What follows belongs to an exercise in optimizing a design on an open flow for small area and few clock cycles; a production flow would make more cautious choices.
In this exercise RTL edits were held to simulation tests only and were not proved equivalent to the original.

### flow/design.v
package ycbcr_pkg;
    typedef union packed {
        logic [(8 * 8)-1:0]                 raw;
        logic [0:8-1][8-1:0]  lanes;
    } pixelWord_u;
endpackage
module ycc_fa (input logic a, b, c, output logic s, co);
    assign s  = a ^ b ^ c;
    assign co = (a & b) | (a & c) | (b & c);
endmodule
module ycc_ha (input logic a, b, output logic s, co);
    assign s  = a ^ b;
    assign co = a & b;
endmodule
module ycc_stA (
    input  logic [7:0] r,
    input  logic [7:0] g,
    input  logic [7:0] b,
    output logic [8:0] d,
    output logic [8:0] e
);
    wire a1;
    wire a2;
    wire i_g_0;
    assign i_g_0 = ~g[0];
    assign a1 = ~(r[0] ^ i_g_0);
    assign a2 = r[0] | i_g_0;
    wire a3;
    wire a4;
    wire i_g_1;
    assign i_g_1 = ~g[1];
    ycc_fa ua3 (.a(r[1]), .b(i_g_1), .c(a2), .s(a3), .co(a4));
    wire a5;
    wire a6;
    wire i_g_2;
    assign i_g_2 = ~g[2];
    ycc_fa ua5 (.a(r[2]), .b(i_g_2), .c(a4), .s(a5), .co(a6));
    wire a7;
    wire a8;
    wire i_g_3;
    assign i_g_3 = ~g[3];
    ycc_fa ua7 (.a(r[3]), .b(i_g_3), .c(a6), .s(a7), .co(a8));
    wire a9;
    wire a10;
    wire i_g_4;
    assign i_g_4 = ~g[4];
    ycc_fa ua9 (.a(r[4]), .b(i_g_4), .c(a8), .s(a9), .co(a10));
    wire a11;
    wire a12;
    wire i_g_5;
    assign i_g_5 = ~g[5];
    ycc_fa ua11 (.a(r[5]), .b(i_g_5), .c(a10), .s(a11), .co(a12));
    wire a13;
    wire a14;
    wire i_g_6;
    assign i_g_6 = ~g[6];
    ycc_fa ua13 (.a(r[6]), .b(i_g_6), .c(a12), .s(a13), .co(a14));
    wire a15;
    wire a16;
    wire i_g_7;
    assign i_g_7 = ~g[7];
    ycc_fa ua15 (.a(r[7]), .b(i_g_7), .c(a14), .s(a15), .co(a16));
    wire a17;
    wire a18;
    wire i_b_0;
    assign i_b_0 = ~b[0];
    assign a17 = ~(g[0] ^ i_b_0);
    assign a18 = g[0] | i_b_0;
    wire a19;
    wire a20;
    wire i_b_1;
    assign i_b_1 = ~b[1];
    ycc_fa ua19 (.a(g[1]), .b(i_b_1), .c(a18), .s(a19), .co(a20));
    wire a21;
    wire a22;
    wire i_b_2;
    assign i_b_2 = ~b[2];
    ycc_fa ua21 (.a(g[2]), .b(i_b_2), .c(a20), .s(a21), .co(a22));
    wire a23;
    wire a24;
    wire i_b_3;
    assign i_b_3 = ~b[3];
    ycc_fa ua23 (.a(g[3]), .b(i_b_3), .c(a22), .s(a23), .co(a24));
    wire a25;
    wire a26;
    wire i_b_4;
    assign i_b_4 = ~b[4];
    ycc_fa ua25 (.a(g[4]), .b(i_b_4), .c(a24), .s(a25), .co(a26));
    wire a27;
    wire a28;
    wire i_b_5;
    assign i_b_5 = ~b[5];
    ycc_fa ua27 (.a(g[5]), .b(i_b_5), .c(a26), .s(a27), .co(a28));
    wire a29;
    wire a30;
    wire i_b_6;
    assign i_b_6 = ~b[6];
    ycc_fa ua29 (.a(g[6]), .b(i_b_6), .c(a28), .s(a29), .co(a30));
    wire a31;
    wire a32;
    wire i_b_7;
    assign i_b_7 = ~b[7];
    ycc_fa ua31 (.a(g[7]), .b(i_b_7), .c(a30), .s(a31), .co(a32));
    wire i_a16;
    assign i_a16 = ~a16;
    wire i_a32;
    assign i_a32 = ~a32;
    assign d[0] = a1;
    assign d[1] = a3;
    assign d[2] = a5;
    assign d[3] = a7;
    assign d[4] = a9;
    assign d[5] = a11;
    assign d[6] = a13;
    assign d[7] = a15;
    assign d[8] = i_a16;
    assign e[0] = a17;
    assign e[1] = a19;
    assign e[2] = a21;
    assign e[3] = a23;
    assign e[4] = a25;
    assign e[5] = a27;
    assign e[6] = a29;
    assign e[7] = a31;
    assign e[8] = i_a32;
endmodule
module ycc_stB (
    input  logic [8:0] d,
    input  logic [8:0] e,
    input  logic [7:0] g,
    output logic [7:0] y,
    output logic [8:0] cb,
    output logic [8:0] cr
);
    wire b1;
    wire b2;
    wire i_e_0;
    assign i_e_0 = ~e[0];
    assign b1 = ~(d[0] ^ i_e_0);
    assign b2 = d[0] | i_e_0;
    wire b3;
    wire b4;
    wire i_e_1;
    assign i_e_1 = ~e[1];
    ycc_fa ub3 (.a(d[1]), .b(i_e_1), .c(b2), .s(b3), .co(b4));
    wire b5;
    wire b6;
    wire i_d_0;
    assign i_d_0 = ~d[0];
    ycc_fa ub5 (.a(i_d_0), .b(d[2]), .c(e[0]), .s(b5), .co(b6));
    wire b7;
    wire b8;
    wire i_e_2;
    assign i_e_2 = ~e[2];
    ycc_fa ub7 (.a(i_e_2), .b(b5), .c(b4), .s(b7), .co(b8));
    wire b9;
    wire b10;
    ycc_fa ub9 (.a(d[3]), .b(e[1]), .c(b6), .s(b9), .co(b10));
    wire b11;
    wire b12;
    wire i_b9;
    assign i_b9 = ~b9;
    ycc_fa ub11 (.a(d[1]), .b(e[3]), .c(i_b9), .s(b11), .co(b12));
    wire b13;
    wire b14;
    ycc_fa ub13 (.a(d[0]), .b(d[4]), .c(e[2]), .s(b13), .co(b14));
    wire b15;
    wire b16;
    wire i_b13;
    assign i_b13 = ~b13;
    ycc_fa ub15 (.a(d[2]), .b(e[4]), .c(i_b13), .s(b15), .co(b16));
    wire b17;
    wire b18;
    wire i_b10;
    assign i_b10 = ~b10;
    ycc_fa ub17 (.a(i_b10), .b(b15), .c(b12), .s(b17), .co(b18));
    wire b19;
    wire b20;
    ycc_fa ub19 (.a(d[1]), .b(d[5]), .c(e[3]), .s(b19), .co(b20));
    wire b21;
    wire b22;
    ycc_fa ub21 (.a(d[3]), .b(e[0]), .c(e[5]), .s(b21), .co(b22));
    wire b23;
    wire b24;
    wire i_b21;
    assign i_b21 = ~b21;
    ycc_fa ub23 (.a(b14), .b(b19), .c(i_b21), .s(b23), .co(b24));
    wire b25;
    wire b26;
    wire i_b23;
    assign i_b23 = ~b23;
    ycc_fa ub25 (.a(b16), .b(i_b23), .c(b18), .s(b25), .co(b26));
    wire b27;
    wire b28;
    ycc_fa ub27 (.a(d[0]), .b(d[2]), .c(d[6]), .s(b27), .co(b28));
    wire b29;
    wire b30;
    ycc_fa ub29 (.a(d[4]), .b(e[1]), .c(e[6]), .s(b29), .co(b30));
    wire b31;
    wire b32;
    ycc_fa ub31 (.a(e[4]), .b(b20), .c(b27), .s(b31), .co(b32));
    wire b33;
    wire b34;
    wire i_b24;
    assign i_b24 = ~b24;
    ycc_fa ub33 (.a(b22), .b(b29), .c(i_b24), .s(b33), .co(b34));
    wire b35;
    wire b36;
    wire i_b31;
    assign i_b31 = ~b31;
    ycc_fa ub35 (.a(i_b31), .b(b33), .c(b26), .s(b35), .co(b36));
    wire b37;
    wire b38;
    ycc_fa ub37 (.a(d[1]), .b(d[3]), .c(d[7]), .s(b37), .co(b38));
    wire b39;
    wire b40;
    ycc_fa ub39 (.a(d[5]), .b(e[2]), .c(e[7]), .s(b39), .co(b40));
    wire b41;
    wire b42;
    ycc_fa ub41 (.a(e[5]), .b(b28), .c(b37), .s(b41), .co(b42));
    wire b43;
    wire b44;
    ycc_fa ub43 (.a(b30), .b(b39), .c(b34), .s(b43), .co(b44));
    wire b45;
    wire b46;
    wire i_b43;
    assign i_b43 = ~b43;
    ycc_fa ub45 (.a(b32), .b(b41), .c(i_b43), .s(b45), .co(b46));
    wire b47;
    wire b48;
    wire i_b36;
    assign i_b36 = ~b36;
    assign b47 = ~(b45 ^ i_b36);
    assign b48 = b45 | i_b36;
    wire b49;
    wire b50;
    ycc_fa ub49 (.a(g[0]), .b(d[2]), .c(d[4]), .s(b49), .co(b50));
    wire b51;
    wire b52;
    ycc_fa ub51 (.a(d[6]), .b(d[8]), .c(e[3]), .s(b51), .co(b52));
    wire b53;
    wire b54;
    ycc_fa ub53 (.a(e[6]), .b(e[8]), .c(b38), .s(b53), .co(b54));
    wire b55;
    wire b56;
    ycc_fa ub55 (.a(b49), .b(b42), .c(b53), .s(b55), .co(b56));
    wire b57;
    wire b58;
    ycc_fa ub57 (.a(b40), .b(b51), .c(b44), .s(b57), .co(b58));
    wire b59;
    wire b60;
    wire i_b57;
    assign i_b57 = ~b57;
    ycc_fa ub59 (.a(b55), .b(b46), .c(i_b57), .s(b59), .co(b60));
    wire b61;
    wire b62;
    ycc_fa ub61 (.a(g[1]), .b(d[3]), .c(d[5]), .s(b61), .co(b62));
    wire b63;
    wire b64;
    ycc_fa ub63 (.a(d[7]), .b(e[4]), .c(b52), .s(b63), .co(b64));
    wire b65;
    wire b66;
    ycc_fa ub65 (.a(e[7]), .b(b50), .c(b61), .s(b65), .co(b66));
    wire b67;
    wire b68;
    ycc_fa ub67 (.a(b54), .b(b65), .c(b56), .s(b67), .co(b68));
    wire b69;
    wire b70;
    wire i_b67;
    assign i_b67 = ~b67;
    ycc_fa ub69 (.a(b63), .b(i_b67), .c(b58), .s(b69), .co(b70));
    wire b71;
    wire b72;
    wire i_b69;
    assign i_b69 = ~b69;
    assign b71 = ~(b60 ^ i_b69);
    assign b72 = b60 | i_b69;
    wire b73;
    wire b74;
    ycc_fa ub73 (.a(g[2]), .b(d[4]), .c(d[6]), .s(b73), .co(b74));
    wire b75;
    wire b76;
    ycc_fa ub75 (.a(d[8]), .b(b62), .c(b73), .s(b75), .co(b76));
    wire b77;
    wire b78;
    ycc_fa ub77 (.a(e[5]), .b(e[8]), .c(b64), .s(b77), .co(b78));
    wire b79;
    wire b80;
    ycc_fa ub79 (.a(b66), .b(b75), .c(b68), .s(b79), .co(b80));
    wire b81;
    wire b82;
    wire i_b79;
    assign i_b79 = ~b79;
    ycc_fa ub81 (.a(b77), .b(i_b79), .c(b70), .s(b81), .co(b82));
    wire b83;
    wire b84;
    wire i_b81;
    assign i_b81 = ~b81;
    assign b83 = ~(b72 ^ i_b81);
    assign b84 = b72 | i_b81;
    wire b85;
    wire b86;
    ycc_fa ub85 (.a(g[3]), .b(d[5]), .c(d[7]), .s(b85), .co(b86));
    wire b87;
    wire b88;
    ycc_fa ub87 (.a(b74), .b(b85), .c(b76), .s(b87), .co(b88));
    wire b89;
    wire b90;
    wire i_b87;
    assign i_b87 = ~b87;
    ycc_fa ub89 (.a(e[6]), .b(b78), .c(i_b87), .s(b89), .co(b90));
    wire b91;
    wire b92;
    wire i_b80;
    assign i_b80 = ~b80;
    ycc_fa ub91 (.a(b89), .b(i_b80), .c(b82), .s(b91), .co(b92));
    wire b93;
    wire b94;
    ycc_fa ub93 (.a(g[4]), .b(d[6]), .c(b86), .s(b93), .co(b94));
    wire b95;
    wire b96;
    wire i_b93;
    assign i_b93 = ~b93;
    ycc_fa ub95 (.a(d[8]), .b(e[7]), .c(i_b93), .s(b95), .co(b96));
    wire b97;
    wire b98;
    wire i_b88;
    assign i_b88 = ~b88;
    ycc_fa ub97 (.a(i_b88), .b(b95), .c(b90), .s(b97), .co(b98));
    wire b99;
    wire b100;
    ycc_fa ub99 (.a(g[5]), .b(d[7]), .c(e[8]), .s(b99), .co(b100));
    wire b101;
    wire b102;
    wire i_b96;
    assign i_b96 = ~b96;
    ycc_fa ub101 (.a(b99), .b(b94), .c(i_b96), .s(b101), .co(b102));
    wire b103;
    wire b104;
    wire i_d_8;
    assign i_d_8 = ~d[8];
    ycc_fa ub103 (.a(g[6]), .b(i_d_8), .c(b100), .s(b103), .co(b104));
    wire b105;
    wire b106;
    assign b105 = ~(g[7] ^ b104);
    assign b106 = g[7] | b104;
    wire i_b97;
    assign i_b97 = ~b97;
    wire i_b35;
    assign i_b35 = ~b35;
    wire i_b25;
    assign i_b25 = ~b25;
    wire i_b17;
    assign i_b17 = ~b17;
    wire [15:0] b107 = {b105, b103, b101, i_b97, b84, b83, b71, b59, b47, i_b35, i_b25, i_b17, b8, b7, b3, b1};
    wire i_b98;
    assign i_b98 = ~b98;
    wire i_b92;
    assign i_b92 = ~b92;
    wire i_b91;
    assign i_b91 = ~b91;
    wire i_b11;
    assign i_b11 = ~b11;
    wire [15:0] b108 = {1'b0, b102, i_b98, i_b92, i_b91, 1'b0, 1'b0, b48, 1'b0, 1'b0, 1'b1, 1'b0, i_b11, 1'b1, 1'b0, 1'b0};
    wire [15:0] b109 = b107 + b108;
    wire b110;
    wire b111;
    assign b110 = d[2] ^ d[0];
    assign b111 = ~(d[2] | d[0]);
    wire b112;
    wire b113;
    ycc_fa ub112 (.a(d[0]), .b(d[2]), .c(d[3]), .s(b112), .co(b113));
    wire b114;
    wire b115;
    wire i_b111;
    assign i_b111 = ~b111;
    ycc_fa ub114 (.a(d[1]), .b(i_b111), .c(b112), .s(b114), .co(b115));
    wire b116;
    wire b117;
    ycc_fa ub116 (.a(d[1]), .b(d[3]), .c(d[4]), .s(b116), .co(b117));
    wire b118;
    wire b119;
    ycc_fa ub118 (.a(b113), .b(b116), .c(b115), .s(b118), .co(b119));
    wire b120;
    wire b121;
    assign b120 = b114 ^ b118;
    assign b121 = ~(b114 | b118);
    wire b122;
    wire b123;
    ycc_fa ub122 (.a(d[0]), .b(d[2]), .c(d[4]), .s(b122), .co(b123));
    wire b124;
    wire b125;
    ycc_fa ub124 (.a(d[5]), .b(b117), .c(b122), .s(b124), .co(b125));
    wire b126;
    wire b127;
    wire i_b121;
    assign i_b121 = ~b121;
    ycc_fa ub126 (.a(b124), .b(b119), .c(i_b121), .s(b126), .co(b127));
    wire b128;
    wire b129;
    ycc_fa ub128 (.a(d[1]), .b(d[3]), .c(d[5]), .s(b128), .co(b129));
    wire b130;
    wire b131;
    ycc_fa ub130 (.a(d[6]), .b(b123), .c(b128), .s(b130), .co(b131));
    wire b132;
    wire b133;
    ycc_fa ub132 (.a(b125), .b(b130), .c(b127), .s(b132), .co(b133));
    wire b134;
    wire b135;
    assign b134 = b126 ^ b132;
    assign b135 = ~(b126 | b132);
    wire b136;
    wire b137;
    ycc_fa ub136 (.a(d[2]), .b(d[4]), .c(d[6]), .s(b136), .co(b137));
    wire b138;
    wire b139;
    ycc_fa ub138 (.a(d[7]), .b(e[0]), .c(b129), .s(b138), .co(b139));
    wire b140;
    wire b141;
    ycc_fa ub140 (.a(b136), .b(b131), .c(b138), .s(b140), .co(b141));
    wire b142;
    wire b143;
    wire i_b135;
    assign i_b135 = ~b135;
    ycc_fa ub142 (.a(b140), .b(b133), .c(i_b135), .s(b142), .co(b143));
    wire b144;
    wire b145;
    ycc_fa ub144 (.a(d[3]), .b(d[5]), .c(d[7]), .s(b144), .co(b145));
    wire b146;
    wire b147;
    ycc_fa ub146 (.a(e[1]), .b(b137), .c(b144), .s(b146), .co(b147));
    wire b148;
    wire b149;
    ycc_fa ub148 (.a(b139), .b(b146), .c(b141), .s(b148), .co(b149));
    wire b150;
    wire b151;
    ycc_fa ub150 (.a(i_d_8), .b(b148), .c(b143), .s(b150), .co(b151));
    wire b152;
    wire b153;
    ycc_fa ub152 (.a(d[4]), .b(d[6]), .c(e[2]), .s(b152), .co(b153));
    wire b154;
    wire b155;
    ycc_fa ub154 (.a(b145), .b(b152), .c(b147), .s(b154), .co(b155));
    wire b156;
    wire b157;
    ycc_fa ub156 (.a(i_d_8), .b(b154), .c(b149), .s(b156), .co(b157));
    wire b158;
    wire b159;
    wire i_b156;
    assign i_b156 = ~b156;
    wire i_b151;
    assign i_b151 = ~b151;
    assign b158 = ~(i_b156 ^ i_b151);
    assign b159 = i_b156 | i_b151;
    wire b160;
    wire b161;
    ycc_fa ub160 (.a(d[5]), .b(d[7]), .c(e[3]), .s(b160), .co(b161));
    wire b162;
    wire b163;
    ycc_fa ub162 (.a(b153), .b(b160), .c(b155), .s(b162), .co(b163));
    wire b164;
    wire b165;
    wire i_b159;
    assign i_b159 = ~b159;
    ycc_fa ub164 (.a(b162), .b(b157), .c(i_b159), .s(b164), .co(b165));
    wire b166;
    wire b167;
    ycc_fa ub166 (.a(d[6]), .b(e[4]), .c(b161), .s(b166), .co(b167));
    wire b168;
    wire b169;
    ycc_fa ub168 (.a(i_d_8), .b(b166), .c(b163), .s(b168), .co(b169));
    wire b170;
    wire b171;
    ycc_fa ub170 (.a(b168), .b(b165), .c(b164), .s(b170), .co(b171));
    wire b172;
    wire b173;
    ycc_fa ub172 (.a(d[7]), .b(e[5]), .c(b167), .s(b172), .co(b173));
    wire b174;
    wire b175;
    ycc_fa ub174 (.a(b172), .b(b169), .c(b171), .s(b174), .co(b175));
    wire b176;
    wire b177;
    ycc_fa ub176 (.a(i_d_8), .b(e[6]), .c(b173), .s(b176), .co(b177));
    wire b178;
    wire b179;
    ycc_fa ub178 (.a(b176), .b(b175), .c(b174), .s(b178), .co(b179));
    wire b180;
    wire b181;
    ycc_fa ub180 (.a(e[7]), .b(b177), .c(b179), .s(b180), .co(b181));
    wire b182;
    wire b183;
    wire i_e_8;
    assign i_e_8 = ~e[8];
    ycc_fa ub182 (.a(i_e_8), .b(b181), .c(b180), .s(b182), .co(b183));
    wire b184;
    wire b185;
    wire i_b183;
    assign i_b183 = ~b183;
    wire i_b182;
    assign i_b182 = ~b182;
    assign b184 = ~(i_b183 ^ i_b182);
    assign b185 = i_b183 | i_b182;
    wire b186;
    wire b187;
    ycc_ha ub186 (.a(e[0]), .b(e[2]), .s(b186), .co(b187));
    wire b188;
    wire b189;
    ycc_fa ub188 (.a(e[1]), .b(e[3]), .c(b187), .s(b188), .co(b189));
    wire b190;
    wire b191;
    ycc_fa ub190 (.a(e[0]), .b(e[2]), .c(e[4]), .s(b190), .co(b191));
    wire b192;
    wire b193;
    ycc_ha ub192 (.a(b190), .b(b189), .s(b192), .co(b193));
    wire b194;
    wire b195;
    ycc_fa ub194 (.a(e[1]), .b(e[3]), .c(e[5]), .s(b194), .co(b195));
    wire b196;
    wire b197;
    ycc_fa ub196 (.a(b191), .b(b194), .c(b193), .s(b196), .co(b197));
    wire b198;
    wire b199;
    ycc_fa ub198 (.a(e[2]), .b(e[4]), .c(e[6]), .s(b198), .co(b199));
    wire b200;
    wire b201;
    ycc_fa ub200 (.a(b195), .b(b198), .c(b197), .s(b200), .co(b201));
    wire b202;
    wire b203;
    ycc_fa ub202 (.a(d[0]), .b(e[3]), .c(e[5]), .s(b202), .co(b203));
    wire b204;
    wire b205;
    ycc_fa ub204 (.a(e[7]), .b(b199), .c(b202), .s(b204), .co(b205));
    wire b206;
    wire b207;
    assign b206 = ~(b204 ^ b201);
    assign b207 = b204 | b201;
    wire b208;
    wire b209;
    ycc_fa ub208 (.a(d[1]), .b(e[4]), .c(e[6]), .s(b208), .co(b209));
    wire b210;
    wire b211;
    ycc_fa ub210 (.a(b203), .b(b208), .c(b205), .s(b210), .co(b211));
    wire b212;
    wire b213;
    ycc_fa ub212 (.a(i_e_8), .b(b210), .c(b207), .s(b212), .co(b213));
    wire b214;
    wire b215;
    ycc_fa ub214 (.a(d[2]), .b(e[5]), .c(e[7]), .s(b214), .co(b215));
    wire b216;
    wire b217;
    ycc_fa ub216 (.a(b209), .b(b214), .c(b211), .s(b216), .co(b217));
    wire b218;
    wire b219;
    ycc_fa ub218 (.a(b216), .b(b213), .c(b212), .s(b218), .co(b219));
    wire b220;
    wire b221;
    ycc_fa ub220 (.a(d[3]), .b(e[6]), .c(b215), .s(b220), .co(b221));
    wire b222;
    wire b223;
    ycc_fa ub222 (.a(i_e_8), .b(b220), .c(b217), .s(b222), .co(b223));
    wire b224;
    wire b225;
    ycc_fa ub224 (.a(b222), .b(b219), .c(b218), .s(b224), .co(b225));
    wire b226;
    wire b227;
    ycc_fa ub226 (.a(d[4]), .b(e[7]), .c(b221), .s(b226), .co(b227));
    wire b228;
    wire b229;
    ycc_fa ub228 (.a(b226), .b(b223), .c(b225), .s(b228), .co(b229));
    wire b230;
    wire b231;
    ycc_fa ub230 (.a(d[5]), .b(i_e_8), .c(b227), .s(b230), .co(b231));
    wire b232;
    wire b233;
    ycc_fa ub232 (.a(b230), .b(b229), .c(b228), .s(b232), .co(b233));
    wire b234;
    wire b235;
    ycc_fa ub234 (.a(d[6]), .b(b231), .c(b233), .s(b234), .co(b235));
    wire b236;
    wire b237;
    ycc_fa ub236 (.a(d[7]), .b(b235), .c(b234), .s(b236), .co(b237));
    wire b238;
    wire b239;
    ycc_fa ub238 (.a(i_d_8), .b(b237), .c(b236), .s(b238), .co(b239));
    wire b240;
    wire b241;
    assign b240 = ~(b239 ^ b238);
    assign b241 = b239 | b238;
    wire i_b150;
    assign i_b150 = ~b150;
    wire i_b170;
    assign i_b170 = ~b170;
    wire i_b178;
    assign i_b178 = ~b178;
    wire i_b212;
    assign i_b212 = ~b212;
    wire i_b218;
    assign i_b218 = ~b218;
    wire i_b228;
    assign i_b228 = ~b228;
    wire i_b234;
    assign i_b234 = ~b234;
    wire i_b236;
    assign i_b236 = ~b236;
    wire i_b238;
    assign i_b238 = ~b238;
    assign y[0] = b109[8];
    assign y[1] = b109[9];
    assign y[2] = b109[10];
    assign y[3] = b109[11];
    assign y[4] = b109[12];
    assign y[5] = b109[13];
    assign y[6] = b109[14];
    assign y[7] = b109[15];
    assign cb[0] = i_b150;
    assign cb[1] = b158;
    assign cb[2] = b164;
    assign cb[3] = i_b170;
    assign cb[4] = b174;
    assign cb[5] = i_b178;
    assign cb[6] = b180;
    assign cb[7] = b182;
    assign cb[8] = b184;
    assign cr[0] = i_b212;
    assign cr[1] = i_b218;
    assign cr[2] = b224;
    assign cr[3] = i_b228;
    assign cr[4] = b232;
    assign cr[5] = i_b234;
    assign cr[6] = i_b236;
    assign cr[7] = i_b238;
    assign cr[8] = b240;
endmodule
module ycbcrBlockTop (
    input  logic        clk,
    input  logic        rst_n,
    input  logic        enable,
    input  logic [63:0] rdData,
    output logic [10:0] rdAddr,
    output logic [10:0] wrAddr,
    output logic [63:0] wrData,
    output logic        wen,
    output logic        valid
);
    localparam logic [5:0] LastT = 6'd52;
    logic [5:0] t;
    logic [1:0] ph;      
    wire idle  = (t == 6'd0) | (t == LastT);
    wire start = enable & idle;
    always_ff @(posedge clk) begin
        if (!rst_n) begin
            t  <= 6'd0;
            ph <= 2'd0;
        end else if (start) begin
            t  <= 6'd1;
            ph <= 2'd1;
        end else if (idle) begin
            t  <= 6'd0;
            ph <= 2'd0;
        end else begin
            t  <= t + 6'd1;
            ph <= (ph == 2'd2) ? 2'd0 : ph + 2'd1;
        end
    end
    assign rdAddr = {5'd0, (t[5] & t[4]) ? 6'd0 : t};
    assign wrAddr = {5'd0, t - 6'd5};
    assign wen    = (t < 6'd5);
    assign valid  = (t == LastT);
    logic [63:0] s0, s1;
    logic [31:0] s2h;
    always_ff @(posedge clk) begin
        s0  <= rdData;
        s1  <= s0;
        s2h <= s1[31:0];
    end
    wire selLo = (ph == 2'd0);
    logic [31:0] yU, cbU, crU;
    for (genvar j = 0; j < 4; j++) begin : gU
        logic [7:0] r, g, b;
        logic [8:0] d, e, dP, eP, cb9, cr9;
        logic [7:0] gP, y;
        assign r = selLo ? s1[63 - 8 * j -: 8]     : s2h[31 - 8 * j -: 8];
        assign g = selLo ? s0[63 - 8 * j -: 8]     : s1[31 - 8 * j -: 8];
        assign b = selLo ? rdData[63 - 8 * j -: 8] : s0[31 - 8 * j -: 8];
        ycc_stA uA (.r(r), .g(g), .b(b), .d(d), .e(e));
        always_ff @(posedge clk) begin
            dP <= d;
            eP <= e;
            gP <= g;
        end
        ycc_stB uB (.d(dP), .e(eP), .g(gP), .y(y), .cb(cb9), .cr(cr9));
        assign yU[31 - 8 * j -: 8]  = y;
        assign cbU[31 - 8 * j -: 8] = cb9[7:0] | {8{cb9[8]}};
        assign crU[31 - 8 * j -: 8] = cr9[7:0] | {8{cr9[8]}};
    end
    logic [31:0] l1, l2, l3, h1, h2;
    always_ff @(posedge clk) begin
        if (ph == 2'd1) begin
            l1 <= yU;
            l2 <= cbU;
        end else begin
            l1 <= l2;
            l2 <= l3;
        end
        l3 <= crU;
        h1 <= (ph == 2'd2) ? cbU : h2;
        h2 <= crU;
    end
    assign wrData = {l1, (ph == 2'd2) ? yU : h1};
endmodule
### flow/run.sh
#!/bin/bash
# synth_recipe.tcl (not shown) runs the flow's synth.tcl, then flattens the netlist and writes it again
# the make line also repeats each setting of config.mk as NAME=value (left out here)
make -C /OpenROAD-flow-scripts/flow DESIGN_CONFIG=/design/flow/config.mk WORK_HOME=/design/flow/orfs CLKGATE_MAP_FILE= SYNTH_SCRIPT=/design/flow/synth_recipe.tcl finish
### flow/config.mk
export PLATFORM = sky130hd
export DESIGN_NAME = ycbcrBlockTop
export DESIGN_NICKNAME = ycbcrBlockTop
export VERILOG_FILES = /design/flow/design.v
export SDC_FILE = /design/flow/constraint.sdc
export NUM_CORES = 4
export LEC_CHECK = 0
export CAP_MARGIN = 20
export CORE_MARGIN = 2
export CORE_UTILIZATION = 40
export CTS_BUF_LIST = sky130_fd_sc_hd__clkbuf_8
export SLEW_MARGIN = 20
export SYNTH_HIERARCHICAL = 1
export SYNTH_MINIMUM_KEEP_SIZE = 0
### flow/constraint.sdc
create_clock -name core_clock -period 8.0 [get_ports {clk}]
set_input_delay 1.6000 -clock core_clock [delete_from_list [all_inputs] [get_ports {clk}]]
set_output_delay 1.6000 -clock core_clock [all_outputs]
set_load 0.01 [all_outputs]
==> reports/results.ini, run 1 <==
[logic_synthesis]
async_flop_share=0
ys_seq_elements=400
netlist_instances=1953
synth_top_area_cell=fa_1
synth_cell_type_count=44
yosysWarnings=7
ys_top_cells_by_area=fa_1 38%, dfxtp_1 32%, mux2_2 7.2%
ys.flop_type=dfxtp_1
syn_area_per_cell_sq_um=12.7
synth_top_area_share=0.383
synth_edf_count=0
seq_area_frac_synth=0.322
synth_area_sq_um=24900

[critical_path]
crit_type=reg2out
worst_path_max_delay_cell=clkdlybuf4s50_1
cp.arrival_ns=6.23
timing.rr.end=l2[18]$_DFF_P_
r2r_start=gU[1].dP[0]$_DFF_P_
path_max_fanout=6
max_stage_delay_ns=0.53
worstRegToRegCells=20
path_cells=buf_4 -> fa_1 -> fa_1 -> fa_1 -> fa_1 -> inv_1 -> fa_1 -> fa_1 -> fa_1 -> inv_1 -> ha_1 -> and2b_2 -> a31oi_1 -> o21ai_1 -> xor2_1 -> mux2_4 -> clkdlybuf4s50_1
cp-startpoint=gU[2].dP[0]$_DFF_P_
end_kind=primary output
regToRegSetupSlack_ns=0.33
cp-endpoint=wrData[13]
start_kind=flop
required_ns=6.40
critPathMostFrequentCell=fa_1

[placed_design]
place_hpwl_um=40100
dp_cells=2803
pre_cts_ws_ns=0.103
port_buffers=144
place_congestion=0.898

[sta]
fin_ws_ns=0.175
tightest_slew_ns=0.865
min_period_ns=7.83
relSlewSlack=0.423
fin_setup_tns_ns=0
holdWs_ns=0.336
hold_viol=0
fmax_ghz=0.128
drv_slew=0
period_share=0.978
fin_skew_ns=0.0404
setup_viol=0

[layout]
finalNonFillerCells=2950
area_growth_pct=13.9
final_common_cell=fa_1
fin_nets=2657
layout-drive-gt1-share=0.212
layout_common_cells=468 x fa_1, 392 x dfxtp_1, 275 x inv_1
nFillCells=5587

[cts]
postCtsHoldBufs=0
cts_tree=done
root_buffer=clkbuf_8
htree_levels=3
clkTransAtPathRegs_ns=0.06
clock_latency_ns=0.64
cts-buffers-inserted=73
cts_buffer_depth=3
clock_sinks=400

[die]
fp.dieH_um=253
fp.dieW_um=253
rows=91
core-area_sq_um=61600
initial_core_util=0.404
ioPinCount=155
dieArea_sq_um=64200

[run]
drv_cap=0

[global_routing]
grt_max_degree=73
gr-usage-all-layers=0.168
grt_pass1_wl_um=82600
antenna_found_initial=1
grt_overflow=0
grt_pass1_vias=15431

[status]
outcome=no timing/DRC/antenna violations

[hold_path]
worstHoldStart=s0[61]$_DFF_P_
hold_path_class=reg2reg
worstHoldPathCells=0

[route]
wl_per_cell_um=17.1
drc=0
drt_iter0_markers=601
routed_wl_um=50400
ant_nets=0
dr.pass1.iters=4
via_per_inst=4.50
vias=13289

[per-module statistics from Yosys (local to each module, per instance)]
module,copies in the design,flip-flops and latches,cells inside,area (sq um)
ycc_ha,8,0,1,12.5
ycbcrBlockTop,1,400,857,11300
ycc_stB,4,0,111,742
ycc_stA,4,0,42,243
ycc_fa,476,0,1,20.0
[cell families after synthesis]
logic type	share of synthesized area
adders and majority gates	0.414
buffers and inverters	0.0926
DFF	0.322
and+or+nand+nor	0.0445
muxes	0.0724
AOI/OAI and AO/OA	0.0382
xor gates and xnor gates	0.0165
other	0.000151
[what timing repair did]
action | CTS | global route
setup endpoints to repair | 14 | 77
pin swaps | 3 | 7
resized for setup | 39 | 30
buffers inserted | 4 | 8
cloned | 0 | 0
[how the worst min path moves through the flow]
stage / end / slack, ns
after floorplan: s1[32]$_DFF_P_ / 0.33
after global placement: s1[39]$_DFF_P_ / 0.33
after detailed placement: s1[44]$_DFF_P_ / 0.33
after CTS: s1[61]$_DFF_P_ / 0.34
after global routing: s1[38]$_DFF_P_ / 0.34
final: s1[61]$_DFF_P_ / 0.34
[flip-flops by register name, indices dropped and copies added, names as in the netlist, 32 cells and up]
signal and count:
s0 64, s1 64, gU.dP 36, gU.eP 36, gU.gP 32, h1 32
h2 32, l1 32, l2 32, s2h 32
[through the flow]
step,cell area (sq um),util
final,28300,0.460
after global routing,28300,0.460
after CTS,28100,0.457
after detailed placement,26500,0.430
after global placement,26500,0.430
after floorplan,24900,-
[critical path: cells and delay by family (launching register included)]
| family | cells | cell delay, ns |
|---|---|---|
| DFF | 1 | 0.32 |
| muxes | 1 | 0.23 |
| AOI/OAI and AO/OA | 2 | 0.31 |
| and+or+nand+nor | 1 | 0.24 |
| buffers and inverters | 4 | 0.80 |
| xor gates and xnor gates | 1 | 0.29 |
| adders and majority gates | 8 | 3.37 |
[layout make-up]
cell class | count | area (sq um) | share of cell area
multi-input combinational | 1112 | 14800 | 0.523
timing repair buffer | 211 | 1960 | 0.0692
sequential | 400 | 8030 | 0.283
clock inverter | 45 | 308 | 0.0109
clock buffer | 87 | 1200 | 0.0423
antenna | 3 | 7.51 | 0.000265
inverter | 255 | 957 | 0.0338
tap | 837 | 1050 | 0.0370
[synthesized netlist by cell type (2+ instances only)]
cell type and n:
fa_1 476, dfxtp_1 400, inv_1 255, mux2_2 160
buf_4 154, nor2_1 102, a21oi_1 79, ha_1 61
or2_2 48, xor2_1 28, buf_2 24, xnor2_1 19
nand2_1 17, o21ai_1 13, nor2b_1 11, clkbuf_1 10
nor3_1 9, a21o_1 8, nand3_1 7, buf_1 6
and2_1 5, nand2b_1 5, a211oi_2 4, a221oi_4 4
a31oi_1 4, and2b_2 4, and4b_4 4, nand2_2 4
o2111ai_1 4, o211a_1 4, o21a_1 4, o21bai_1 4
o311ai_2 4, o21ai_0 2
[routing by layer]
layer / wire, um / track usage
met5: 0 / 0
met4: 1190 / 0.0566
met3: 1990 / 0.0293
met2: 25400 / 0.289
met1: 21800 / 0.215
Testbench counts, summed over its fixed seeds: cycles 3,336.
==> run 2, diff against run 1 <==
--- a/flow/config.mk
+++ b/flow/config.mk
@@ -8,7 +8,6 @@
 export CAP_MARGIN = 20
 export CORE_MARGIN = 2
 export CORE_UTILIZATION = 40
-export CTS_BUF_LIST = sky130_fd_sc_hd__clkbuf_8
 export SLEW_MARGIN = 20
 export SYNTH_HIERARCHICAL = 1
 export SYNTH_MINIMUM_KEEP_SIZE = 0
==> run 2 against run 1 <==
  * Still clean on timing, DRC and antenna
  * Worst setup slack worse by 0.013 ns
  * Synthesized area stayed put
  * Clock-buffer cell count is 30 lower
  * Non-clock buffer count is 7 lower
  * Critical path type unchanged
  * Largest cell class unchanged
==> reports/results.ini, run 2 <==
[global_routing]
grt_pass1_vias=15141
gr-usage-all-layers=0.166
antenna_found_initial=0
grt_max_degree=73
grt_pass1_wl_um=81900
grt_overflow=0

[critical_path]
max_stage_delay_ns=0.53
cp.buffers_inverters=5
cp.arrival_ns=6.24
path_max_fanout=5
start_kind=flop
crit_type=reg2out
end_kind=primary output
worst_path_max_delay_cell=clkdlybuf4s50_1
path_cells=buf_8 -> fa_1 -> inv_1 -> fa_1 -> inv_1 -> fa_1 -> fa_1 -> fa_1 -> fa_1 -> fa_1 -> fa_1 -> inv_1 -> ha_1 -> and2b_2 -> a31oi_1 -> o21ai_1 -> xor2_1 -> mux2_4 -> clkdlybuf4s50_1
crit_family=adder cells
required_ns=6.40
critPathMostFrequentCell=fa_1

[logic_synthesis]
synth_area_sq_um=24900
seq_area_frac_synth=0.322
yosysWarnings=7
yosysMostFrequentCell=fa_1
synth_cell_type_count=44
synth_commonest_cells=476 x fa_1, 400 x dfxtp_1, 255 x inv_1
async_flop_share=0
ys.flop_type=dfxtp_1
ys_top_cells_by_area=fa_1 38%, dfxtp_1 32%, mux2_2 7.2%
syn_area_per_cell_sq_um=12.7
synth_top_area_share=0.383
synth_top_area_cell=fa_1
netlist_instances=1953
synth_edf_count=0
ys_seq_elements=400

[sta]
fin_ws_ns=0.161
period_share=0.980
tightest_slew_ns=0.857
fin_skew_ns=0.0288
drv_slew=0
fmax_ghz=0.128
holdWs_ns=0.333
rsz0062_at_grt=yes
relSlewSlack=0.429
min_period_ns=7.84
setup_viol=0
hold_viol=0
fin_setup_tns_ns=0

[layout]
layout-drive-gt1-share=0.193
design_area_sq_um=28400
finish.utilization=0.460
final_common_cell=fa_1
fin_nets=2622
antenna_cells=0
layout_common_cells=473 x fa_1, 394 x dfxtp_1, 255 x inv_1
reg_top3=s0: 64 flops, s1: 64 flops
area_growth_pct=14.0

[status]
outcome=no timing/DRC/antenna violations

[route]
dr.pass1.iters=5
via_per_inst=4.55
drc=0
routed_wl_um=49800
ant_nets=0
wl_per_cell_um=17.2
drt_iter0_markers=577
vias=13137

[cts]
postCtsHoldBufs=0
clock_latency_ns=0.58
clkTransAtPathRegs_ns=0.06
root_buffer=clkbuf_16
clock_sinks=400
cts-buffers-inserted=45
cts_buffer_depth=3
htree_levels=2
cts_tree=done

[die]
ioPinCount=155
rows=91
dieArea_sq_um=64200
core-area_sq_um=61600
initial_core_util=0.404
fp.dieH_um=253
fp.dieW_um=253

[placed_design]
place_congestion=0.898
port_buffers=144
pre_cts_ws_ns=0.103
place_area_sq_um=26500
place_hpwl_um=40100

[run]
drv_cap=0

[hold_path]
hold_path_class=reg2reg

run 2: logic make-up (layout without fill, tap and decap cells):
| logic type | Yosys count | after routing | share of synthesized area |
|---|---|---|---|
| buffers and inverters | 450 | 540 | 0.0926 |
| AND/OR/NAND/NOR | 220 | 220 | 0.0445 |
| multiplexers | 160 | 160 | 0.0724 |
| AO/OA/AOI/OAI | 138 | 138 | 0.0382 |
| other | 1 | 10 | 0.000151 |
| XOR/XNOR | 47 | 47 | 0.0165 |
| adder cells (fa/ha/maj) | 537 | 537 | 0.414 |
| flip-flops | 400 | 400 | 0.322 |
run 2: cell type report:
cell class	instances	area, sq um
fill	5537	33200
multi-input combinational	1112	14800
sequential	400	8020
timing repair buffer	204	1900
clock buffer	57	1240
tap	837	1050
inverter	255	957
clock inverter	24	359
run 2: Yosys stat by module (local to each module, per instance):
module         cell area (sq um)  times used  flops+latches
ycbcrBlockTop              11300           1            400
ycc_stB                      742           4              0
ycc_fa                      20.0         476              0
ycc_ha                      12.5           8              0
ycc_stA                      243           4              0
run 2: path summary, 6_finish.rpt:
kind	slack, ns	from	cells after the start	end
setup / recovery	0.16	gU[2].dP[3]$_DFF_P_	19	wrData[13]
hold / removal	0.33	s1[25]$_DFF_P_	0	s2h[25]$_DFF_P_
setup reg to reg	0.34	gU[2].dP[3]$_DFF_P_	19	l2[9]$_DFF_P_
hold reg to reg	0.33	s1[25]$_DFF_P_	0	s2h[25]$_DFF_P_
run 2: through the flow:
step           cells
2_1_floorplan   1962
3_3_place_gp    2803
3_5_place_dp    2803
4_1_cts         2885
5_1_grt         2889
6_report        2889
run 2: timing repair:
action / 4_1_cts / 5_1_grt
setup buffers: 1 / 4
endpoints found under the setup margin: 10 / 78
gates resized for setup: 26 / 28
endpoints found under the hold margin: 0 / 0
pin swaps: 2 / 8
run 2: routing by layer:
layer / global-route usage / vias up / wire (um)
li1: - / 6006 / -
met1: 0.214 / 6843 / 21700
met2: 0.290 / 220 / 25400
met3: 0.0259 / 68 / 1790
met4: 0.0401 / 0 / 965
met5: 0 / - / 0
==> run 3, diff against run 2 <==
--- a/flow/config.mk
+++ b/flow/config.mk
@@ -8,6 +8,7 @@
 export CAP_MARGIN = 20
 export CORE_MARGIN = 2
 export CORE_UTILIZATION = 40
+export CTS_BUF_LIST = sky130_fd_sc_hd__clkbuf_4
 export SLEW_MARGIN = 20
 export SYNTH_HIERARCHICAL = 1
 export SYNTH_MINIMUM_KEEP_SIZE = 0
==> run 3 against run 2 <==
  * Via count increased by 3.2%
  * Utilization decreased by 0.16 points
  * Cell count increased by 3.7%
  * Critical path type unchanged
  * Die area unchanged
  * Non-clock buffer count increased by 15
  * Global-route usage increased by 0.35 points
  * Register-to-register slack about the same
  * Sequential share of layout area increased by 0.13 points
  * Sequential cell count unchanged
  * Still clean on timing, DRC and antenna
==> reports/results.ini, run 3 <==
[cts]
clock_sinks=400
root_buffer=clkbuf_4
postCtsHoldBufs=0
cts_tree=done
cts-buffers-inserted=106
cts_buffer_depth=3
clock_latency_ns=0.85
htree_levels=3
clkTransAtPathRegs_ns=0.06

[sta]
relSlewSlack=0.410
period_share=0.968
holdWs_ns=0.313
drv_slew=0
fin_skew_ns=0.0565
hold_viol=0
tightest_slew_ns=0.886
rsz0062_at_grt=yes
min_period_ns=7.74
fmax_ghz=0.129
setup_viol=0

[critical_path]
cp.arrival_ns=6.14
end_kind=primary output
critPathMostFrequentCell=fa_1
max_stage_delay_ns=0.51
cp-startpoint=gU[0].dP[1]$_DFF_P_
worst_path_max_delay_cell=fa_1
cp.buffers_inverters=4
required_ns=6.40
path_cells=buf_12 -> fa_1 -> fa_1 -> fa_1 -> fa_1 -> fa_1 -> inv_1 -> fa_2 -> fa_1 -> inv_1 -> ha_4 -> and4b_4 -> a221oi_4 -> nand2_2 -> xor2_1 -> mux2_4 -> dlygate4sd2_1
start_kind=flop
crit_type=reg2out
crit_family=adder cells
r2r_start=gU[1].dP[0]$_DFF_P_
path_max_fanout=4

[logic_synthesis]
synth-simple-area-share=0.0445
synth_compound_area_frac=0.0382
ys_top_cells_by_area=fa_1 38%, dfxtp_1 32%, mux2_2 7.2%
yosysWarnings=7
netlist_instances=1953
ys_seq_elements=400
synth_top_area_cell=fa_1
synth_commonest_cells=476 x fa_1, 400 x dfxtp_1, 255 x inv_1
ys.flop_type=dfxtp_1
synth_edf_count=0
synth_area_sq_um=24900
synth_cell_type_count=44
synth_top_area_share=0.383
synth_top_family_by_area=adder cells
seq_area_frac_synth=0.322
syn_area_per_cell_sq_um=12.7
async_flop_share=0
synth-xor-area-share=0.0165
synthAdderAreaFrac=0.414
synthMuxAreaShare=0.0724
yosysMostFrequentCell=fa_1

[layout]
layout_common_cells=446 x fa_1, 390 x dfxtp_1, 253 x inv_1
area_growth_pct=13.6
reg_top3=s0: 64 flops, s1: 64 flops
fin_nets=2698
final_common_cell=fa_1
layout-drive-gt1-share=0.253

[placed_design]
port_buffers=144
place_congestion=0.898
place_hpwl_um=40100

[hold_path]
worstHoldStart=s0[14]$_DFF_P_
hold_path_class=reg2reg

[die]
dieArea_sq_um=64200
initial_core_util=0.404
ioPinCount=155
core-area_sq_um=61600
fp.dieH_um=253
fp.dieW_um=253
rows=91

[route]
dr.pass1.iters=5
drc=0
routed_wl_um=50800
ant_nets=0
drt_iter0_markers=569
wl_per_cell_um=16.9
vias=13555
via_per_inst=4.52

[global_routing]
grt_pass1_wl_um=83000
antenna_found_initial=1
gr-usage-all-layers=0.169
grt_pass1_vias=15739
grt_max_degree=73
grt_overflow=0

[run]
drv_cap=0

[status]
outcome=no timing/DRC/antenna violations

[run 3: cell counts after synthesis]
No cell type changed its count.
[run 3: layer usage]
metal  track usage  routed length (um)  share of wire
met5             0                   0              0
met3        0.0342                2120          0.042
met1         0.213               21800           0.43
met4        0.0563                1280          0.025
met2         0.289               25600           0.50
[run 3: repair_timing]
item,in CTS,in global routing
buffers inserted,11,10
endpoints found under the setup margin,16,84
endpoints found under the hold margin,0,0
gates resized for setup,72,51
pin swaps,8,21
[run 3: per-module statistics from Yosys, one instance, submodules excluded]
module,flip-flops and latches,cells inside,area [sq um]
ycc_stA,0,42,243
ycc_fa,0,1,20.0
ycc_ha,0,1,12.5
ycbcrBlockTop,400,857,11300
ycc_stB,0,111,742
[run 3: logic make-up after synthesis]
| kind of cell | Yosys count |
|---|---|
| compound gates | 138 |
| xor+xnor | 47 |
| fa+ha+maj | 537 |
| buf+inv | 450 |
| flops | 400 |
| mux | 160 |
| other cells | 1 |
| simple gates | 220 |
[run 3: final timing paths]
check	endpoint	slack (ns)	cells past startpoint
min reg2reg	s1[14]$_DFF_P_	0.31	0
max reg2reg	h1[23]$_DFF_P_	0.34	20
max	wrData[30]	0.26	17
min	s1[14]$_DFF_P_	0.31	0
[run 3: final cells by class]
cell class                 instances  area, sq um
tap                              837         1050
sequential                       400         8030
multi-input combinational       1112        15000
fill                            5618        33300
timing repair buffer             219         2030
inverter                         255          957
clock inverter                    21          109
clock buffer                     150         1130
antenna                            3         7.51
[run 3: stage by stage]
step	cell area [sq um]	setup slack (ns)	setup TNS, ns	util	std cells
2_1_floorplan	24900	0.278	0	-	1962
3_3_place_gp	26500	0.197	0	0.430	2803
4_1_cts	28000	0.00192	0	0.455	2985
5_1_grt	28300	-0.0226	-0.0369	0.459	2997
3_5_place_dp	26500	0.103	0	0.430	2803
6_report	28300	0.256	0	0.459	2997
[run 3: worst register-to-register path, stage by stage (launching register included)]
cell and delay (ns):
dfxtp_1 0.33, buf_4 0.18, or2_2 0.32, fa_1 0.41, fa_1 0.42, or2_2 0.32
fa_1 0.38, fa_1 0.42, or2_2 0.32, fa_1 0.41, fa_1 0.38, ha_1 0.21
fa_1 0.47, fa_1 0.39, fa_1 0.49, fa_1 0.40, fa_1 0.53, fa_1 0.48
xnor2_2 0.41, nor2_1 0.11, a21oi_1 0.17
==> run 4, diff against run 3 <==
--- a/flow/design.v
+++ b/flow/design.v
@@ -15,7 +15,7 @@
 module ycc_stA (
     input  logic [7:0] r,
     input  logic [7:0] g,
-    input  logic [7:0] b,
+    input  logic [7:0] nb,
     output logic [8:0] d,
     output logic [8:0] e
 );
@@ -62,45 +62,29 @@
     ycc_fa ua15 (.a(r[7]), .b(i_g_7), .c(a14), .s(a15), .co(a16));
     wire a17;
     wire a18;
-    wire i_b_0;
-    assign i_b_0 = ~b[0];
-    assign a17 = ~(g[0] ^ i_b_0);
-    assign a18 = g[0] | i_b_0;
+    assign a17 = ~(g[0] ^ nb[0]);
+    assign a18 = g[0] | nb[0];
     wire a19;
     wire a20;
-    wire i_b_1;
-    assign i_b_1 = ~b[1];
-    ycc_fa ua19 (.a(g[1]), .b(i_b_1), .c(a18), .s(a19), .co(a20));
+    ycc_fa ua19 (.a(g[1]), .b(nb[1]), .c(a18), .s(a19), .co(a20));
     wire a21;
     wire a22;
-    wire i_b_2;
-    assign i_b_2 = ~b[2];
-    ycc_fa ua21 (.a(g[2]), .b(i_b_2), .c(a20), .s(a21), .co(a22));
+    ycc_fa ua21 (.a(g[2]), .b(nb[2]), .c(a20), .s(a21), .co(a22));
     wire a23;
     wire a24;
-    wire i_b_3;
-    assign i_b_3 = ~b[3];
-    ycc_fa ua23 (.a(g[3]), .b(i_b_3), .c(a22), .s(a23), .co(a24));
+    ycc_fa ua23 (.a(g[3]), .b(nb[3]), .c(a22), .s(a23), .co(a24));
     wire a25;
     wire a26;
-    wire i_b_4;
-    assign i_b_4 = ~b[4];
-    ycc_fa ua25 (.a(g[4]), .b(i_b_4), .c(a24), .s(a25), .co(a26));
+    ycc_fa ua25 (.a(g[4]), .b(nb[4]), .c(a24), .s(a25), .co(a26));
     wire a27;
     wire a28;
-    wire i_b_5;
-    assign i_b_5 = ~b[5];
-    ycc_fa ua27 (.a(g[5]), .b(i_b_5), .c(a26), .s(a27), .co(a28));
+    ycc_fa ua27 (.a(g[5]), .b(nb[5]), .c(a26), .s(a27), .co(a28));
     wire a29;
     wire a30;
-    wire i_b_6;
-    assign i_b_6 = ~b[6];
-    ycc_fa ua29 (.a(g[6]), .b(i_b_6), .c(a28), .s(a29), .co(a30));
+    ycc_fa ua29 (.a(g[6]), .b(nb[6]), .c(a28), .s(a29), .co(a30));
     wire a31;
     wire a32;
-    wire i_b_7;
-    assign i_b_7 = ~b[7];
-    ycc_fa ua31 (.a(g[7]), .b(i_b_7), .c(a30), .s(a31), .co(a32));
+    ycc_fa ua31 (.a(g[7]), .b(nb[7]), .c(a30), .s(a31), .co(a32));
     wire i_a16;
     assign i_a16 = ~a16;
     wire i_a32;
@@ -676,13 +660,13 @@
     wire selLo = (ph == 2'd0);
     logic [31:0] yU, cbU, crU;
     for (genvar j = 0; j < 4; j++) begin : gU
-        logic [7:0] r, g, b;
+        logic [7:0] r, g, nb;
         logic [8:0] d, e, dP, eP, cb9, cr9;
         logic [7:0] gP, y;
         assign r = selLo ? s1[63 - 8 * j -: 8]     : s2h[31 - 8 * j -: 8];
         assign g = selLo ? s0[63 - 8 * j -: 8]     : s1[31 - 8 * j -: 8];
-        assign b = selLo ? rdData[63 - 8 * j -: 8] : s0[31 - 8 * j -: 8];
-        ycc_stA uA (.r(r), .g(g), .b(b), .d(d), .e(e));
+        assign nb = ~(selLo ? rdData[63 - 8 * j -: 8] : s0[31 - 8 * j -: 8]);
+        ycc_stA uA (.r(r), .g(g), .nb(nb), .d(d), .e(e));
         always_ff @(posedge clk) begin
             dP <= d;
             eP <= e;
@@ -693,18 +677,17 @@
         assign cbU[31 - 8 * j -: 8] = cb9[7:0] | {8{cb9[8]}};
         assign crU[31 - 8 * j -: 8] = cr9[7:0] | {8{cr9[8]}};
     end
-    logic [31:0] l1, l2, l3, h1, h2;
+    logic [31:0] l1, l2, c3, h1;
     always_ff @(posedge clk) begin
         if (ph == 2'd1) begin
             l1 <= yU;
             l2 <= cbU;
         end else begin
             l1 <= l2;
-            l2 <= l3;
+            l2 <= c3;
         end
-        l3 <= crU;
-        h1 <= (ph == 2'd2) ? cbU : h2;
-        h2 <= crU;
+        c3 <= crU;
+        h1 <= (ph == 2'd2) ? cbU : c3;
     end
     assign wrData = {l1, (ph == 2'd2) ? yU : h1};
 endmodule
==> run 4 against run 3 <==
  * Cell count down 2.4%
  * Utilization fell by 0.37 points
  * Critical path depth rose by 1
  * Fmax hardly changed
  * Largest cell class unchanged
==> reports/results.ini, run 4 <==
[route]
vias=13296
routed_wl_um=47100
wl_per_cell_um=16.1
drc=0
via_per_inst=4.55
ant_nets=0
drt_iter0_markers=429
dr.pass1.iters=5

[cts]
cts-buffers-inserted=104
htree_levels=3
clock_latency_ns=0.82
cts_tree=done
clock_sinks=400
root_buffer=clkbuf_4
clkTransAtPathRegs_ns=0.06
cts_buffer_depth=3
postCtsHoldBufs=0

[placed_design]
port_buffers=144
dp_cells=2736
place_hpwl_um=37500
place_congestion=0.867

[logic_synthesis]
yosysWarnings=7
netlist_instances=1929
async_flop_share=0
synth_top_family_by_area=adder cells
synth-xor-area-share=0.0166
yosysMostFrequentCell=fa_1
synth_area_sq_um=24700
synthMuxAreaShare=0.0712
synth_top_area_share=0.385
ys_top_cells_by_area=fa_1 39%, dfxtp_1 32%, mux2_2 5.8%
synth-simple-area-share=0.0447
synth_commonest_cells=476 x fa_1, 400 x dfxtp_1, 231 x inv_1
synth_compound_area_frac=0.0384
ys.flop_type=dfxtp_1
syn_area_per_cell_sq_um=12.8
ys_seq_elements=400
synthAdderAreaFrac=0.416
seq_area_frac_synth=0.324
synth_cell_type_count=45
synth_top_area_cell=fa_1
synth_edf_count=0

[layout]
finish.utilization=0.455
multi_input_area_sq_um=14900
area_growth_pct=13.1
nFillCells=5604
layout-drive-gt1-share=0.233
final_common_cell=fa_1
reg_top3=s0: 64 flops, s1: 64 flops
fin_nets=2670
finalNonFillerCells=2924
seq_area_sq_um=8030
layout_common_cells=452 x fa_1, 391 x dfxtp_1, 229 x inv_1

[global_routing]
grt_overflow=0
grt_pass1_wl_um=78400
gr-usage-all-layers=0.157
antenna_found_initial=1
grt_pass1_vias=15528
grt_max_degree=73

[die]
initial_core_util=0.403
ioPinCount=155
core-area_sq_um=61500
dieArea_sq_um=63900
rows=91
fp.dieW_um=253
fp.dieH_um=253

[critical_path]
start_kind=flop
end_kind=primary output
worst_path_max_delay_cell=fa_1
path_cells=buf_4 -> fa_1 -> fa_2 -> fa_2 -> fa_2 -> inv_1 -> fa_1 -> fa_2 -> fa_1 -> inv_2 -> ha_4 -> and4b_4 -> a221oi_4 -> nand2_2 -> buf_4 -> o311ai_4 -> mux2_4 -> clkdlybuf4s15_2
regToRegSetupSlack_ns=0.32
cp.arrival_ns=6.15
crit_type=reg2out
crit_family=adder cells
path_max_fanout=5
cp.buffers_inverters=5
max_stage_delay_ns=0.54
critPathMostFrequentCell=fa_2
required_ns=6.40

[hold_path]
hold_path_class=reg2reg

[sta]
hold_viol=0
setup_viol=0
relSlewSlack=0.421
fmax_ghz=0.129
tightest_slew_ns=0.868
fin_skew_ns=0.0447
drv_slew=0
min_period_ns=7.75
period_share=0.969
fin_setup_tns_ns=0
holdWs_ns=0.340

[run]
drv_cap=0

[status]
outcome=no timing/DRC/antenna violations

-- run 4: cell types whose count changed after synthesis, sizes merged --
| cell | previous run | this run |
|---|---|---|
| mux2 | 160 | 128 |
| mux2i | 0 | 32 |
| inv | 255 | 231 |
-- run 4: Yosys stat by module, one instance, submodules excluded --
module	times used	flops+latches	cells inside
ycbcrBlockTop	1	400	857
ycc_fa	476	0	1
ycc_ha	8	0	1
ycc_stA	4	0	36
ycc_stB	4	0	111
-- run 4: repair_timing --
action                                  4_1_cts  5_1_grt
resized for setup                            61       44
endpoints found under the setup margin       16       83
setup buffers                                 7        7
pin swaps                                     8        8
-- run 4: metrics by stage --
step | area [sq um] | setup WS (ns)
floorplan | 24800 | 0.278
global placement | 26300 | 0.211
detailed placement | 26300 | 0.124
CTS | 27800 | 0.00816
global route | 28000 | -0.00639
finish | 28000 | 0.252
-- run 4: path summary, 6_finish.rpt --
kind                                          start             end  cells after the start
worst min register to register       s0[62]$_DFF_P_  s1[62]$_DFF_P_                      0
worst min-delay path                 s0[62]$_DFF_P_  s1[62]$_DFF_P_                      0
worst max register to register  gU[3].dP[2]$_DFF_P_   h1[6]$_DFF_P_                     19
worst max-delay path            gU[2].dP[0]$_DFF_P_      wrData[15]                     18
-- run 4: final cells by class --
class / instances / area share
repair buffers: 217 / 0.0717
inverters: 231 / 0.0310
clock buffers: 150 / 0.0402
multi-input cells: 1112 / 0.531
well taps: 790 / 0.0353
diodes: 1 / 0.0000894
flip-flops and latches: 400 / 0.287
clock inverters: 23 / 0.00380
-- run 4: worst register-to-register path: stages, from the launching register on --
cell and delay (ns):
dfxtp_1 0.39, fa_1 0.46, fa_1 0.39, fa_1 0.43
or2_2 0.31, fa_1 0.40, fa_1 0.42, or2_2 0.31
fa_1 0.39, fa_1 0.38, ha_1 0.22, fa_1 0.48
fa_1 0.40, fa_1 0.48, fa_1 0.41, fa_1 0.54
fa_1 0.48, xnor2_2 0.41, nor2_1 0.15, a21oi_1 0.18
-- run 4: cell families after synthesis --
group | Yosys count
buffers and inverters | 426
muxes | 160
other | 1
DFF | 400
and+or+nand+nor | 220
adders and majority gates | 537
AOI/OAI and AO/OA | 138
xor gates and xnor gates | 47
-- run 4: layer usage --
metal  vias to the layer above  share of wire  track usage
met3                        92          0.052       0.0373
li1                       6152              -            -
met2                       302           0.50        0.266
met4                         0          0.027       0.0658
met1                      6750           0.42        0.193
met5                         -              0            0
Testbench counts of run 4, summed over its fixed seeds: cycles 3,336.
==> run 5, diff against run 4 <==
==> flow/flow/run.sh (new file) <==
#!/bin/bash
# The standard layout (standard.sh: standard synthesis, floorplan, place, CTS, route),
# with one change: the buffers that buffer_ports puts on every input and output port are
# sky130_fd_sc_hd__buf_1 cells instead of the default sky130_fd_sc_hd__clkdlybuf4s50_1.
# The whole make output goes to standard_flow.log; ORFS keeps each step's log in orfs/logs.
set -euo pipefail
export BUFFER_PORTS_ARGS="-buffer_cell sky130_fd_sc_hd__buf_1"
bash standard.sh > standard_flow.log 2>&1
==> flow/standard.sh (new file) <==
#!/bin/bash
# synth_recipe.tcl (not shown) runs the flow's synth.tcl, then flattens the netlist and writes it again
# the make line also repeats each setting of config.mk as NAME=value (left out here)
make -C /OpenROAD-flow-scripts/flow DESIGN_CONFIG=/design/flow/config.mk WORK_HOME=/design/flow/orfs CLKGATE_MAP_FILE= SYNTH_SCRIPT=/design/flow/synth_recipe.tcl "${@:-finish}"
--- a/flow/config.mk
+++ b/flow/config.mk
@@ -8,7 +8,9 @@
 export CAP_MARGIN = 20
 export CORE_MARGIN = 2
 export CORE_UTILIZATION = 40
-export CTS_BUF_LIST = sky130_fd_sc_hd__clkbuf_4
+export CTS_BUF_LIST = sky130_fd_sc_hd__clkbuf_8
+export CTS_CLUSTER_DIAMETER = 60
+export CTS_CLUSTER_SIZE = 20
 export SLEW_MARGIN = 20
 export SYNTH_HIERARCHICAL = 1
 export SYNTH_MINIMUM_KEEP_SIZE = 0
removed: flow/run.sh
==> run 5 against run 4 <==
  * Still clean on timing, DRC and antenna
  * Sequential cell count is the same
  * Global-route usage is 1.1 points lower
  * Worst setup slack about the same
==> reports/results.ini, run 5 <==
[critical_path]
path_max_fanout=7
cp.buffers_inverters=4
max_stage_delay_ns=0.54
worst_path_max_delay_cell=fa_1
crit_type=reg2out
timing.rr.end=h1[20]$_DFF_P_
path_depth=18
regToRegSetupSlack_ns=0.30
required_ns=6.40
path_cells=buf_4 -> fa_1 -> fa_1 -> inv_1 -> fa_1 -> fa_1 -> fa_1 -> fa_1 -> fa_1 -> fa_1 -> inv_1 -> ha_1 -> and4b_4 -> a221oi_4 -> a21o_1 -> o311ai_4 -> mux2_2 -> clkbuf_2
start_kind=flop
cp.arrival_ns=6.15
worstRegToRegCells=19
r2r_start=gU[1].dP[2]$_DFF_P_
critPathMostFrequentCell=fa_1
crit_family=adder cells
end_kind=primary output

[cts]
root_buffer=clkbuf_8
clock_latency_ns=0.66
htree_levels=1
cts-buffers-inserted=30
cts_tree=done
cts_setup_buffers=0
cts_buffer_depth=3
clkTransAtPathRegs_ns=0.12
clock_sinks=400

[hold_path]
hold_path_class=reg2reg
min_to=s2h[14]$_DFF_P_
worstHoldStart=s1[14]$_DFF_P_
worstHoldPathCells=0

[sta]
fmax_ghz=0.129
hold_viol=0
drv_slew=0
rsz0062_at_grt=no
min_period_ns=7.75
relSlewSlack=0.432
fin_skew_ns=0.0246
setup_viol=0
holdWs_ns=0.347
fin_ws_ns=0.252
period_share=0.968
tightest_slew_ns=0.852

[logic_synthesis]
synth_cell_type_count=45
seq_area_frac_synth=0.324
syn_area_per_cell_sq_um=12.8
async_flop_share=0
synth_top_area_share=0.385
synth_edf_count=0
yosysWarnings=7
synth_commonest_cells=476 x fa_1, 400 x dfxtp_1, 231 x inv_1
synth_area_sq_um=24700
ys_seq_elements=400
ys.flop_type=dfxtp_1
synth_top_area_cell=fa_1
netlist_instances=1929
yosysMostFrequentCell=fa_1
ys_top_cells_by_area=fa_1 39%, dfxtp_1 32%, mux2_2 5.8%

[die]
initial_core_util=0.403
dieArea_sq_um=63900
fp.dieH_um=253
core-area_sq_um=61500
fp.dieW_um=253
ioPinCount=155
rows=91

[layout]
reg_top3=s0: 64 flops, s1: 64 flops
layout-drive-gt1-share=0.162
seq_area_sq_um=8030
area_growth_pct=5.62
finish.utilization=0.425
layout_common_cells=476 x fa_1, 384 x dfxtp_1, 231 x inv_1
design_area_sq_um=26100
final_common_cell=fa_1
multi_input_area_sq_um=14700
nFillCells=5690
fin_nets=2563

[placed_design]
place_area_sq_um=25300
place_congestion=0.870
pre_cts_ws_ns=-0.0414
place_hpwl_um=36600
port_buffers=144

[route]
drt_iter0_markers=415
drc=0
ant_nets=0
routed_wl_um=44700
vias=12579
dr.pass1.iters=4
wl_per_cell_um=16.1
via_per_inst=4.54

[global_routing]
grt_pass1_wl_um=73800
grt_pass1_vias=14485
grt_max_degree=73
grt_overflow=0
antenna_found_initial=1
gr-usage-all-layers=0.146

[status]
outcome=no timing/DRC/antenna violations

[run]
drv_cap=0

[run 5: cell counts after synthesis]
No cell type changed its count.
[run 5: cell families after synthesis]
logic type               share of synthesized area
AO/OA/AOI/OAI                               0.0384
XOR/XNOR                                    0.0166
adder cells (fa/ha/maj)                      0.416
buffers and inverters                       0.0895
flip-flops                                   0.324
multiplexers                                0.0712
other                                     0.000152
AND/OR/NAND/NOR                             0.0447
[run 5: worst reg2reg max path, delay by kind of cell, from the launching register on]
kind                       cells  cell delay, ns
DFF                            1            0.48
and+or+nand+nor                3            0.72
adders and majority gates     14            5.96
AOI/OAI and AO/OA              1            0.17
xor gates and xnor gates       1            0.31
[run 5: worst max-delay path by stage]
stage / startpoint / slack (ns) / end
5_1_grt: gU[3].dP[1]$_DFF_P_ / 0.0005 / wrData[7]
3_5_place_dp: gU[0].dP[2]$_DFF_P_ / -0.04 / h1[31]$_DFF_P_
3_3_place_gp: gU[0].dP[2]$_DFF_P_ / 0.12 / h1[30]$_DFF_P_
2_1_floorplan: gU[2].dP[3]$_DFF_P_ / 0.28 / h1[10]$_DFF_P_
6_report: gU[3].dP[1]$_DFF_P_ / 0.25 / wrData[7]
4_1_cts: gU[2].dP[5]$_DFF_P_ / 0.005 / wrData[15]
[run 5: timing repair]
item                       CTS  global route
hold buffers                 0             0
hold endpoints to repair     0             0
setup endpoints to repair   28            74
gates resized for setup      6            33
pin swaps                    0             2
[run 5: Yosys stat by module (local to each module, per instance)]
module	cells	copies in the design
ycc_stA	36	4
ycc_stB	111	4
ycc_ha	1	8
ycc_fa	1	476
ycbcrBlockTop	857	1
[run 5: area by class of cell]
| cell class | instances | area share |
|---|---|---|
| repair buffers | 184 | 0.0330 |
| inverters | 231 | 0.0332 |
| clock buffers | 33 | 0.0174 |
| well taps | 790 | 0.0378 |
| clock inverters | 18 | 0.00790 |
| flip-flops and latches | 400 | 0.307 |
| multi-input cells | 1112 | 0.563 |
| diodes | 1 | 0.0000957 |
[run 5: routing by layer]
| layer | part of all wire | global-route usage | wire, um | up-vias |
|---|---|---|---|---|
| li1 | - | - | - | 5877 |
| met1 | 0.42 | 0.185 | 19000 | 6460 |
| met2 | 0.50 | 0.255 | 22500 | 193 |
| met3 | 0.051 | 0.0297 | 2270 | 49 |
| met4 | 0.020 | 0.0380 | 915 | 0 |
| met5 | 0 | 0 | 0 | - |
[run 5: per-stage QoR]
step | instances | setup TNS, ns
2_1_floorplan | 1938 | 0
3_3_place_gp | 2717 | 0
3_5_place_dp | 2717 | -0.443
4_1_cts | 2768 | 0
5_1_grt | 2769 | 0
6_report | 2769 | 0

[re-timing with driven ports]
The results above use ideal ports. As a check the final layouts listed here were re-extracted and re-timed, cells and wires unchanged.
Step 1 (the two cells are an assumption about what drives the block):
set clk [get_ports {clk}]
set_driving_cell -lib_cell sky130_fd_sc_hd__clkbuf_16 $clk
set_driving_cell -lib_cell sky130_fd_sc_hd__buf_2 [delete_from_list [all_inputs] $clk]
Step 2 adds t to the input delays and takes it off the output delays; t is the mean of the earliest and latest rising clock arrival at the registers after step 1. Input paths then give back, and output paths get back, about the clock's delay inside the block.
Three values: ideal, step 1, step 2; two values: the first two.
| run | t (ns) | slack for setup (ns) | worst hold slack (ns) | latest minus earliest clock arrival (ns) | pins driven straight from the clock port |
|---|---|---|---|---|---|
| run 1 | 0.679 | 0.175 / 0.119 / 0.331 | 0.336 / 0.336 / 0.336 | 0.045 / 0.045 | 1 |
| run 2 | 0.623 | 0.161 / 0.103 / 0.336 | 0.333 / 0.333 / 0.333 | 0.030 / 0.031 | 1 |
| run 3 | 0.871 | 0.256 / 0.201 / 0.337 | 0.313 / 0.313 / 0.313 | 0.066 / 0.065 | 1 |
| run 4 | 0.858 | 0.252 / 0.199 / 0.322 | 0.340 / 0.340 / 0.340 | 0.052 / 0.052 | 1 |
| run 5 | 0.699 | 0.252 / 0.200 / 0.303 | 0.347 / 0.347 / 0.347 | 0.026 / 0.027 | 1 |
After both steps setup and hold are still met in every run listed.
